This is an optimization exercise on Yosys and OpenROAD, whose aim is small area, a short achievable clock period and few clock cycles per item, not a production implementation.
Only simulation tests tie the RTL to the original design; equivalence was not proved.

// cordic_top
module cordic_top (
    input  logic               clk,
    input  logic               rst,
    input  logic               valid_in,
    input  logic [31:0]        angle_ieee754,
    output logic signed [15:0] sin_ieee754,
    output logic signed [15:0] cos_ieee754,
    output logic               valid,
    output logic signed [2:0]  flip_out
);
Size in the first run: roughly 3800 cells after synthesis, roughly 24000 um2 of cells after synthesis.
make LEC_CHECK=0 ABC_AREA=1 CAP_MARGIN=20 CORE_MARGIN=2 CORE_UTILIZATION=40 PLACE_DENSITY=0.75 SETUP_SLACK_MARGIN=4.5 SLEW_MARGIN=20 finish   # period 12.0 ns
run.sh (not shown) runs the stock make flow with config.mk's settings and CLKGATE_MAP_FILE= SYNTH_SCRIPT=/design/flow/synth_recipe.tcl, a recipe that flattens the netlist after the stock synthesis.
The baseline finished clean.
Testbench counts at the start, summed over its fixed seeds: cycles 16,808, items 2,400.
Change:
--- a/flow/config.mk
+++ b/flow/config.mk
@@ -11,4 +11,3 @@
 export CORE_UTILIZATION = 40
-export PLACE_DENSITY = 0.75
-export SETUP_SLACK_MARGIN = 4.5
+export SETUP_SLACK_MARGIN = 2
 export SLEW_MARGIN = 20
The changed run produced a clean layout.
Critical path depth climbs by 19.
Cell count drops by 1.0%.
Maximum frequency drops by 20%.
Routed wire length drops by 0.93%.
Change:
--- a/flow/config.mk
+++ b/flow/config.mk
@@ -11,3 +11,3 @@
 export CORE_UTILIZATION = 40
-export SETUP_SLACK_MARGIN = 2
+export SETUP_SLACK_MARGIN = 4
 export SLEW_MARGIN = 20
Sequential share of layout area is lower by 0.21 points.
Final area rises by a few percent.
Clock skew hardly moves.
Final cell count rose slightly.
Setup slack gains 1.4 ns.
Synthesized area does not change.
Routed wire length grows slightly.

========
Another version of the RTL of cordic_top (not shown whole).
For scale: about 3800 cells after synthesis, about 130 flip-flops, about 71 I/O pins.
## cordic_top
module cordic_top (
    input  logic               clk,
    input  logic               rst,
    input  logic               valid_in,
    input  logic [31:0]        angle_ieee754,
    output logic signed [15:0] sin_ieee754,
    output logic signed [15:0] cos_ieee754,
    output logic               valid,
    output logic signed [2:0]  flip_out
);
    logic       armed_q, s1_q, it_q, post_q, valid_q;
    logic [2:0] p_q;                   
    logic       idle, go;
    assign idle = ~(s1_q | it_q | post_q);
    assign go   = valid_in & armed_q & idle;
    logic [7:0]  w_e;
    logic        w_ok, w_neg;
    logic        w_inr;
    logic [25:0] w_mm, w_fix;
    logic [48:0] w_base;
    logic [8:0]  w_h;
    logic [3:0]  w_Q;
    logic [5:0]  w_rh;
    logic [22:0] w_r;
    logic [9:0]  w_c [0:11];
    logic [11:0] w_ge, w_oh;
    always_comb begin
        w_e   = angle_ieee754[30:23];
        w_ok  = (w_e != 8'd0) && (w_e < 8'd137);
        w_neg = angle_ieee754[31] & w_ok;
  ...
export LEC_CHECK = 0
export ABC_AREA = 1
export CAP_MARGIN = 20
export CORE_MARGIN = 2
export CORE_UTILIZATION = 40
export PLACE_DENSITY = 0.75
export SETUP_SLACK_MARGIN = 4.5
export SLEW_MARGIN = 20
create_clock -name core_clock -period 12.0 [get_ports {clk}]
Testbench counts at the start, summed over its fixed seeds: cycles 16,808, items 2,400.
Change:
--- a/flow/config.mk
+++ b/flow/config.mk
@@ -11 +11 @@
-export CORE_UTILIZATION = 40
+export CORE_UTILIZATION = 50
Sequential cell count does not change.
Count of clock-buffer cells in the layout rises by 1.
Routed wire length increases by 2.3%.
Utilization climbs by 11 points.
Via count went up by 0.86%.
Worst setup slack gains 0.11 ns.
Non-clock buffer count rises by 6.
Register-to-register slack is better by 0.12 ns.
Final area goes down by about 0.6%.
Die area came out lower by 20%.
Worst hold slack gains 0.0041 ns.
Change:
--- a/flow/config.mk
+++ b/flow/config.mk
@@ -11,2 +11,2 @@
-export CORE_UTILIZATION = 50
-export PLACE_DENSITY = 0.75
+export CORE_UTILIZATION = 40
+export PLACE_DENSITY = 0.85
Effect: Fmax is lower by 0.45%. Clock skew goes down by 0.0080 ns. Hold slack gets better by 0.0038 ns. Cell area went up by 0.36%. Non-clock buffer count went down by 4.
Change:
--- a/flow/config.mk
+++ b/flow/config.mk
@@ -12,2 +12,2 @@
-export PLACE_DENSITY = 0.85
-export SETUP_SLACK_MARGIN = 4.5
+export PLACE_DENSITY = 0.75
+export SETUP_SLACK_MARGIN = 4.75
Cell count came out higher slightly.
Count of clock-buffer cells in the layout rose by 2.
Worst hold slack loses 0.0053 ns.
Worst setup slack loses 0.036 ns.
Area after synthesis is unchanged.

afterwards: timing with drivers on the ports:
The results above use ideal ports. As a check the final layouts listed here were re-extracted and re-timed, cells and wires unchanged. Step 1 (the two cells are an assumption about what drives the block):
set clk [get_ports {clk}]
set_driving_cell -lib_cell sky130_fd_sc_hd__clkbuf_16 $clk
set_driving_cell -lib_cell sky130_fd_sc_hd__buf_2 [delete_from_list [all_inputs] $clk]
Step 2 adds t to the input delays and takes it off the output delays; t is the mean of the earliest and latest rising clock arrival at the registers after step 1. Input paths then give back, and output paths get back, about the clock's delay inside the block. Slacks: ideal ports / drivers / drivers and shift; pairs: ideal ports / drivers.
run	t (ns)	setup slack, ns	pins driven straight from the clock port
the first run of note 1	0.540	4.882 / 4.882 / 4.491	1
the second run of note 1	0.541	3.066 / 3.066 / 3.066	1
the third run of note 1	0.544	4.512 / 4.528 / 3.997	1
the first run of note 2	0.526	4.839 / 4.839 / 4.352	1
the second run of note 2	0.529	4.952 / 4.962 / 4.460	1
the third run of note 2	0.525	4.920 / 4.944 / 4.428	1
the fourth run of note 2	0.532	4.884 / 4.884 / 4.605	1
After both steps every run listed still meets setup and hold. The setup slack of the third run of note 1, which loses most, moves by +0.016 ns with the drivers and by -0.515 ns with both steps.
